Source: an optimization exercise on an open RTL-to-GDS flow (aim: small area and a short achievable clock period). Production flows keep margins and buffers that such runs may drop.
In this exercise RTL edits were held to simulation tests only and were not proved equivalent to the original.
Power is estimated from default activity; no workload was simulated.

## maple
==> flow/design.v <==
`timescale 1ns/1ns
module breakout_top (
    input  logic        clk,
    input  logic        rst,
    input  logic [3:0]  ctrl,      
    input  logic        vsync,
    input  logic [20:0] px,        
    output logic [23:0] rgb,       
    output logic        started,
    output logic        over
);
    logic vsync_q, step;
    logic ball_lost;
    always_ff @(posedge clk or negedge rst) begin
        if (!rst) begin
            vsync_q <= 1'b0;
            step    <= 1'b0;
            started <= 1'b0;
            over    <= 1'b0;
        end else begin
            vsync_q <= vsync;
            step    <= vsync & ~vsync_q & started & ~over & ~ctrl[0];
            if (ctrl[3]) started <= 1'b1;
            if (step && ball_lost) over <= 1'b1;
        end
    end
    logic [9:0] padl;            
    logic [9:0] bx, by;          
    logic [3:0] vx;              
    logic [1:0] vym1;            
    logic       dx, dy;          
    logic [4:0] hxp;             
    logic [24:0] alive;
    assign ball_lost = by >= 10'd427;
    logic [9:0] padl_n;
    always_comb begin
        logic [7:0] moved;
        moved  = padl[9:2] + (ctrl[2] ? 8'hFF : 8'h01);
        padl_n = padl;
        if (ctrl[2])      padl_n = (padl > 10'd228) ? {moved, padl[1:0]} : 10'd224;
        else if (ctrl[1]) padl_n = (padl < 10'd484) ? {moved, padl[1:0]} : 10'd488;
    end
    logic [4:0] hx;              
    logic [4:0] hy;              
    logic [24:0] hit;
    logic [4:0] colhit;
    logic bounce_x, bounce_y;
    always_comb begin
        for (int c = 0; c < 5; c++)
            hx[c] = (bx >= 10'(248 + 50 * c)) && (bx <= 10'(300 + 50 * c));
        for (int r = 0; r < 5; r++)
            hy[r] = (by >= 10'(103 + 20 * r)) && (by <= 10'(130 + 20 * r));
        for (int r = 0; r < 5; r++)
            for (int c = 0; c < 5; c++)
                hit[r*5+c] = alive[r*5+c] & hy[r] & hx[c];
        for (int c = 0; c < 5; c++)
            colhit[c] = hit[c] | hit[5+c] | hit[10+c] | hit[15+c] | hit[20+c];
        bounce_x = |(colhit & ~hxp);
        bounce_y = |(colhit & hxp);
    end
    logic        paddle_hit;
    logic [10:0] u;
    logic [6:0]  ul;
    logic [3:0]  angle;
    logic [1:0]  angle_vym1;
    always_comb begin
        u  = {1'b0, bx} - {1'b0, padl};
        ul = u[6:0];
        paddle_hit = (by >= 10'd414) && (by <= 10'd425) && (u[10:7] == 4'd0) && (ul <= 7'd80);
        angle = 4'd8;
        for (int i = 7; i >= 0; i--)
            if (ul >= 7'(38 - 4 * i) && ul <= 7'(42 + 4 * i)) angle = 4'(i);
        if (ul >= 7'd30 && ul <= 7'd50)      angle_vym1 = 2'd3;
        else if (ul >= 7'd18 && ul <= 7'd62) angle_vym1 = 2'd2;
        else if (ul >= 7'd10 && ul <= 7'd70) angle_vym1 = 2'd1;
        else                                 angle_vym1 = 2'd0;
    end
    logic [9:0] bx_n, by_n;
    logic [3:0] vx_n;
    logic [1:0] vym1_n;
    logic       dx_n, dy_n;
    always_comb begin
        bx_n = ((bx ^ {10{~dx}}) + {6'd0, vx}) ^ {10{~dx}};
        by_n = ((by ^ {10{~dy}}) + {7'd0, 3'(vym1) + 3'd1}) ^ {10{~dy}};
        vx_n = vx;
        vym1_n = vym1;
        dx_n = dx;
        dy_n = dy;
        if (bx <= 10'd230)      dx_n = 1'b1;
        else if (bx >= 10'd562) dx_n = 1'b0;
        if (by <= 10'd95)       dy_n = 1'b1;
        else if (by >= 10'd427) dy_n = 1'b0;
        if (paddle_hit) begin
            by_n   = 10'd413;
            dy_n   = 1'b0;
            dx_n   = ul > 7'd40;
            vx_n   = angle;
            vym1_n = angle_vym1;
        end
        if (bounce_x) dx_n = ~dx;
        if (bounce_y) dy_n = ~dy;
    end
    always_ff @(posedge clk or negedge rst) begin
        if (!rst) begin
            padl  <= 10'd331;
            bx    <= 10'd371;
            by    <= 10'd286;
            vx    <= 4'd0;
            vym1  <= 2'd1;
            dx    <= 1'b1;
            dy    <= 1'b1;
            hxp   <= 5'b00100;
            alive <= '1;
        end else if (step) begin
            padl  <= padl_n;
            bx    <= bx_n;
            by    <= by_n;
            vx    <= vx_n;
            vym1  <= vym1_n;
            dx    <= dx_n;
            dy    <= dy_n;
            hxp   <= hx;
            alive <= alive & ~hit;
        end
    end
    logic [9:0] qx, qy;
    logic       act;
    assign qx  = px[20:11];
    assign qy  = px[10:1];
    assign act = px[0];
    logic border, on_ball, on_paddle;
    logic [4:0] pcol, prow;
    logic okx, oky, okp;
    logic [3:0] dx4, dy4;
    localparam logic [255:0] DISC =
        256'hf83ff83ff83ff01fe00f00010000000000000001e00ff01ff83ff83ff83ffc7f;
    logic [6:0] tl;
    near16 u_nx (.a(qx), .b(bx), .ok(okx), .d(dx4));
    near16 u_ny (.a(qy), .b(by), .ok(oky), .d(dy4));
    near128 u_np (.a(qx), .b(padl), .ok(okp), .d(tl));
    always_comb begin
        border = (qx >= 10'd221) && (qx <= 10'd570) && (qy >= 10'd86) && (qy <= 10'd435) &&
                 !((qx >= 10'd224) && (qx <= 10'd567) && (qy >= 10'd89) && (qy <= 10'd432));
        on_ball = okx & oky & DISC[{dx4, dy4}];
        on_paddle = okp & (((qy == 10'd420) && tl <= 7'd80) ||
                           ((qy >= 10'd417 && qy <= 10'd423 && qy != 10'd420) && tl >= 7'd1 && tl <= 7'd79) ||
                           ((qy == 10'd416 || qy == 10'd424) && tl >= 7'd2 && tl <= 7'd78) ||
                           ((qy == 10'd415 || qy == 10'd425) && tl >= 7'd5 && tl <= 7'd75));
        for (int c = 0; c < 5; c++)
            pcol[c] = qx >= 10'(254 + 50 * c) && qx <= 10'(293 + 50 * c);
        for (int r = 0; r < 5; r++)
            prow[r] = qy >= 10'(109 + 20 * r) && qy <= 10'(123 + 20 * r) &&
                      |(pcol & alive[r*5 +: 5]);
    end
    logic       playing;
    logic [3:0] bgc, bgc_q;      
    logic       bl_q, pd_q;
    always_comb begin
        playing = act & started & ~over & ~border;
        if (!act)          bgc = 4'd0;
        else if (!started) bgc = 4'd1;
        else if (over)     bgc = 4'd2;
        else if (border)   bgc = 4'd3;
        else               bgc = {|prow, prow[4], prow[2] | prow[3], prow[1] | prow[3]};
    end
    always_ff @(posedge clk or negedge rst) begin
        if (!rst) begin
            bgc_q <= 4'd0;
            bl_q  <= 1'b0;
            pd_q  <= 1'b0;
        end else begin
            bgc_q <= bgc;
            bl_q  <= playing & on_ball;
            pd_q  <= playing & on_paddle;
        end
    end
    always_comb begin
        if (bl_q)      rgb = 24'hFF0000;
        else if (pd_q) rgb = 24'hFFFFFF;
        else begin
            case (bgc_q)
                4'd1:    rgb = 24'h202040;
                4'd2:    rgb = 24'h800000;
                4'd3:    rgb = 24'h4BA3C3;
                4'd8:    rgb = 24'hFFADAD;
                4'd9:    rgb = 24'hFDFFB6;
                4'd10:   rgb = 24'hCAFFBF;
                4'd11:   rgb = 24'h9BF6FF;
                4'd12:   rgb = 24'hBDB2FF;
                default: rgb = 24'h000000;
            endcase
        end
    end
endmodule
module near16 (
    input  logic [9:0] a,
    input  logic [9:0] b,
    output logic       ok,
    output logic [3:0] d
);
    logic [4:0] l;
    logic [6:0] ah, bh, x;
    logic zr, on;
    always_comb begin
        begin
            logic [3:0] g, p;
            logic [4:0] bw;
            g = ~a[3:0] & b[3:0];
            p = ~(a[3:0] ^ b[3:0]);
            bw[0] = 1'b0;
            bw[1] = g[0];
            bw[2] = g[1] | (p[1] & g[0]);
            bw[3] = g[2] | (p[2] & g[1]) | (p[2] & p[1] & g[0]);
            bw[4] = g[3] | (p[3] & g[2]) | (p[3] & p[2] & g[1]) | (p[3] & p[2] & p[1] & g[0]);
            l = {bw[4], ~p ^ bw[3:0]};
        end
        d  = l[3:0];
        ah = {1'b0, a[9:4]};
        bh = ~{1'b0, b[9:4]};
        x  = ah ^ bh;
        zr = 1'b1;
        on = 1'b1;
        for (int i = 1; i < 7; i++) begin
            zr &= x[i] == (ah[i-1] | bh[i-1]);
            on &= x[i] == ~(ah[i-1] & bh[i-1]);
        end
        zr &= x[0] == ~l[4];
        on &= x[0] == l[4];
        ok = d[3] ? on : zr;
    end
endmodule
module near128 (
    input  logic [9:0] a,
    input  logic [9:0] b,
    output logic       ok,
    output logic [6:0] d
);
    logic [7:0] l;
    logic [2:0] ah, bh;
    always_comb begin
        begin
            logic [6:0] g, p;
            logic [7:0] bw;
            g = ~a[6:0] & b[6:0];
            p = ~a[6:0] | b[6:0];
            bw[0] = 1'b0;
            bw[1] = (g[0]);
            bw[2] = (g[0] & p[1]) |
                    (g[1]);
            bw[3] = (g[0] & p[1] & p[2]) |
                    (g[1] & p[2]) |
                    (g[2]);
            bw[4] = (g[0] & p[1] & p[2] & p[3]) |
                    (g[1] & p[2] & p[3]) |
                    (g[2] & p[3]) |
                    (g[3]);
            bw[5] = (g[0] & p[1] & p[2] & p[3] & p[4]) |
                    (g[1] & p[2] & p[3] & p[4]) |
                    (g[2] & p[3] & p[4]) |
                    (g[3] & p[4]) |
                    (g[4]);
            bw[6] = (g[0] & p[1] & p[2] & p[3] & p[4] & p[5]) |
                    (g[1] & p[2] & p[3] & p[4] & p[5]) |
                    (g[2] & p[3] & p[4] & p[5]) |
                    (g[3] & p[4] & p[5]) |
                    (g[4] & p[5]) |
                    (g[5]);
            bw[7] = (g[0] & p[1] & p[2] & p[3] & p[4] & p[5] & p[6]) |
                    (g[1] & p[2] & p[3] & p[4] & p[5] & p[6]) |
                    (g[2] & p[3] & p[4] & p[5] & p[6]) |
                    (g[3] & p[4] & p[5] & p[6]) |
                    (g[4] & p[5] & p[6]) |
                    (g[5] & p[6]) |
                    (g[6]);
            l = {bw[7], a[6:0] ^ b[6:0] ^ bw[6:0]};
        end
        d  = l[6:0];
        ah = a[9:7];
        bh = b[9:7];
        ok = l[7] ? (ah == bh + 3'd1 && bh != 3'd7) : (ah == bh);
    end
endmodule
Settings: LEC_CHECK=0, CAP_MARGIN=20, CORE_MARGIN=2, CORE_UTILIZATION=60, CTS_BUF_LIST=sky130_fd_sc_hd__clkbuf_8, GPL_TIMING_DRIVEN=1, SLEW_MARGIN=20; clock period 14.0 ns.
standard.sh (not shown) runs the stock make flow with config.mk's settings and CLKGATE_MAP_FILE= SYNTH_SCRIPT=/design/flow/synth_recipe.tcl, a recipe that flattens the netlist after the stock synthesis.
==> flow/flow/run.sh <==
#!/bin/bash
# Standard layout, with buf_2 port buffers and timing repair aiming for 9.2 ns of setup slack.
set -euo pipefail
bash standard.sh "BUFFER_PORTS_ARGS=-buffer_cell sky130_fd_sc_hd__buf_2" SETUP_SLACK_MARGIN=9.2 finish > standard_make.log 2>&1
maple: all stages complete, timing, DRC and antenna checks passed
--- input diff maple..garnet ---
# maple
export LEC_CHECK = 0
export CAP_MARGIN = 20
export CORE_MARGIN = 2
export CORE_UTILIZATION = 60
export CTS_BUF_LIST = sky130_fd_sc_hd__clkbuf_8
export GPL_TIMING_DRIVEN = 1
export SLEW_MARGIN = 20
create_clock -name core_clock -period 14.0 [get_ports {clk}]
# garnet
export LEC_CHECK = 0
export CAP_MARGIN = 20
export CORE_MARGIN = 2
export CORE_UTILIZATION = 60
export CTS_BUF_LIST = sky130_fd_sc_hd__clkbuf_8
export SLEW_MARGIN = 20
create_clock -name core_clock -period 14.0 [get_ports {clk}]
==> flow/flow/run.sh <==
#!/bin/bash
# Standard layout, with buf_2 port buffers and timing repair aiming for 9.6 ns of setup slack.
set -euo pipefail
bash standard.sh "BUFFER_PORTS_ARGS=-buffer_cell sky130_fd_sc_hd__buf_2" SETUP_SLACK_MARGIN=9.6 finish > standard_make.log 2>&1
## What came out
- In summary, garnet completed successfully, with a layout that passed the timing, design-rule and antenna checks.
- The higher worst slew slack as a fraction of its limit came out of maple.
- Area of all placed cells without fillers in garnet is 620 um2 higher than in maple
- On garnet: number of fillers in the final layout is 81 lower than what maple gave.
- Reported for maple and garnet, quantity of hold-fixing buffers added after cts turned out identical to the last digit.
- On garnet: required time of the worst setup path is 3.09 ns higher than what maple gave.
- Relative to maple, flip-flop and latch share of the layout cell area has decreased by 1.5 points in garnet.
- On transition time of the tightest slew-check pin: between maple and garnet, it ends up higher for garnet.
- Changes observed in garnet relative to maple: number of standard cells in the final layout excluding fillers shows an increase of 2.0%, aggregate routed wire length climbed about 7%, utilization after layout has increased, combinational cell fraction of total power now larger.
What pepper does differently from garnet at the input level:
# garnet
export LEC_CHECK = 0
export CAP_MARGIN = 20
export CORE_MARGIN = 2
export CORE_UTILIZATION = 60
export CTS_BUF_LIST = sky130_fd_sc_hd__clkbuf_8
export SLEW_MARGIN = 20
create_clock -name core_clock -period 14.0 [get_ports {clk}]
# pepper
export LEC_CHECK = 0
export CAP_MARGIN = 20
export CORE_MARGIN = 2
export CORE_UTILIZATION = 40
export CTS_BUF_LIST = sky130_fd_sc_hd__clkbuf_8
export SLEW_MARGIN = 20
create_clock -name core_clock -period 14.0 [get_ports {clk}]
==> flow/flow/run.sh <==
#!/bin/bash
# Standard layout, with the port buffers made from buf_2 cells instead of the default pick.
set -euo pipefail
bash standard.sh "BUFFER_PORTS_ARGS=-buffer_cell sky130_fd_sc_hd__buf_2" finish > standard_make.log 2>&1
==> notes.md <==
- Delta (pepper minus garnet): cell area power density fell by 6.9 nW/um2, number of non-clock buffers in the layout went down by 29, combined flip-flop and latch cell area saw a decrease, CTS buffer count did not really move, arrival time at the worst endpoint moved up.
- Compared with garnet, in pepper first-pass GRT wire length shrank by 2.9 mm; highest attainable clock frequency shrank by 10%; met3 layer usage reported by global route decreased by 4.2 points relative to the old numbers.
- Summary of pepper over garnet: final standard cell area without fillers went down; count of clock-buffer cells in the layout held.
For tundra, these inputs were changed with respect to pepper:
# pepper
export LEC_CHECK = 0
export CAP_MARGIN = 20
export CORE_MARGIN = 2
export CORE_UTILIZATION = 40
export CTS_BUF_LIST = sky130_fd_sc_hd__clkbuf_8
export SLEW_MARGIN = 20
create_clock -name core_clock -period 14.0 [get_ports {clk}]
# tundra
export LEC_CHECK = 0
export CAP_MARGIN = 20
export CORE_MARGIN = 2
export CORE_UTILIZATION = 75
export CTS_BUF_LIST = sky130_fd_sc_hd__clkbuf_8
export SLEW_MARGIN = 20
create_clock -name core_clock -period 14.0 [get_ports {clk}]
==> flow/flow/run.sh <==
#!/bin/bash
# Standard layout, with buf_2 port buffers and timing repair aiming for 9.4 ns of setup slack.
set -euo pipefail
bash standard.sh "BUFFER_PORTS_ARGS=-buffer_cell sky130_fd_sc_hd__buf_2" SETUP_SLACK_MARGIN=9.4 finish > standard_make.log 2>&1
## What came out
Looking at critical path launch point, the px[15] result is from tundra; the px[12] one comes from pepper. Comparing tundra and pepper, the lower die area is on tundra. tundra vs pepper: first-iteration DRC count up in tundra. tundra vs pepper — relative area of clock buffers and inverters in the final design dropped 0.60 points.
Here is what was changed in the inputs of indigo compared with tundra.
# tundra
export LEC_CHECK = 0
export CAP_MARGIN = 20
export CORE_MARGIN = 2
export CORE_UTILIZATION = 75
export CTS_BUF_LIST = sky130_fd_sc_hd__clkbuf_8
export SLEW_MARGIN = 20
create_clock -name core_clock -period 14.0 [get_ports {clk}]
# indigo
export LEC_CHECK = 0
export CAP_MARGIN = 20
export CORE_MARGIN = 2
export CORE_UTILIZATION = 60
export CTS_BUF_LIST = sky130_fd_sc_hd__clkbuf_8
export SLEW_MARGIN = 20
create_clock -name core_clock -period 14.0 [get_ports {clk}]
==> flow/flow/run.sh <==
#!/bin/bash
# Standard layout, with buf_2 port buffers and timing repair aiming for 9.2 ns of setup slack.
set -euo pipefail
bash standard.sh "BUFFER_PORTS_ARGS=-buffer_cell sky130_fd_sc_hd__buf_2" SETUP_SLACK_MARGIN=9.2 finish > standard_make.log 2>&1
Cell area in indigo is 2.8% lower than in tundra
Diff tundra -> indigo: post-cts gate resize count went down; sequential cell count of the final layout did not really move; area of the placeable core went up.
indigo gives less overall track demand over capacity in global routing than tundra did.
On number of nets in the final layout: between indigo and tundra, it ends up higher for tundra.
Looking only at clock period minus final worst setup slack, and setting everything else aside, the lower value of indigo and tundra goes to indigo.
tundra -> indigo: instance area after placement flat
Edits applied to the flow inputs when going from indigo to fjord:
==> flow/flow/run.sh <==
#!/bin/bash
# Standard layout, with the port buffers made from buf_2 cells instead of the default pick.
set -euo pipefail
bash standard.sh "BUFFER_PORTS_ARGS=-buffer_cell sky130_fd_sc_hd__buf_2" finish > standard_make.log 2>&1
--- outcome ---
- Summary: design area, fjord better than indigo
- Diff indigo -> fjord | total length of routed met3 wires | up by more than 10%
- Looking at met2 global-route usage, fjord sits 1.1 points lower than indigo does.
- fjord gives more time the final worst path needs with I/O delays and setup than indigo did.
- Summary of fjord over indigo: via count up 37, wire length down 1.3%.
- fjord vs. indigo: register fraction of the total cell area +0.49 points; power density over cell area -about 1.4%.

==> static timing again, ports no longer ideal <==
The results above use ideal ports. As a check the final layouts listed here were re-extracted and re-timed, cells and wires unchanged.
Step 1: set_driving_cell puts a clkbuf_16 on clk and a buf_2 on each other input, an assumption about the parent block.
Step 2, shift: input delay + t, output delay - t, t = (earliest + latest rising clock arrival at the registers) / 2. This alone moves slack from input paths to output paths.
a / b / c = ideal / step 1 / step 2; a / b = the first two.
run	shift t [ns]	setup slack, ns	latest minus earliest clock arrival (ns)	slew at the worst register clock pin (ns)
maple	0.412	9.282 / 9.246 / 8.851	0.020 / 0.020	0.10 / 0.10
garnet	0.427	9.419 / 9.386 / 8.974	0.022 / 0.022	0.11 / 0.11
pepper	0.415	8.897 / 8.901 / 8.486	0.024 / 0.024	0.11 / 0.11
tundra	0.402	9.250 / 9.262 / 8.860	0.014 / 0.015	0.10 / 0.10
indigo	0.412	9.282 / 9.246 / 8.851	0.020 / 0.020	0.10 / 0.10
fjord	0.425	8.882 / 8.900 / 8.475	0.017 / 0.017	0.10 / 0.10
After both steps setup and hold are still met in every run listed. For garnet, which loses most, drivers alone change the setup slack by -0.033 ns; drivers and shift together by -0.445 ns.
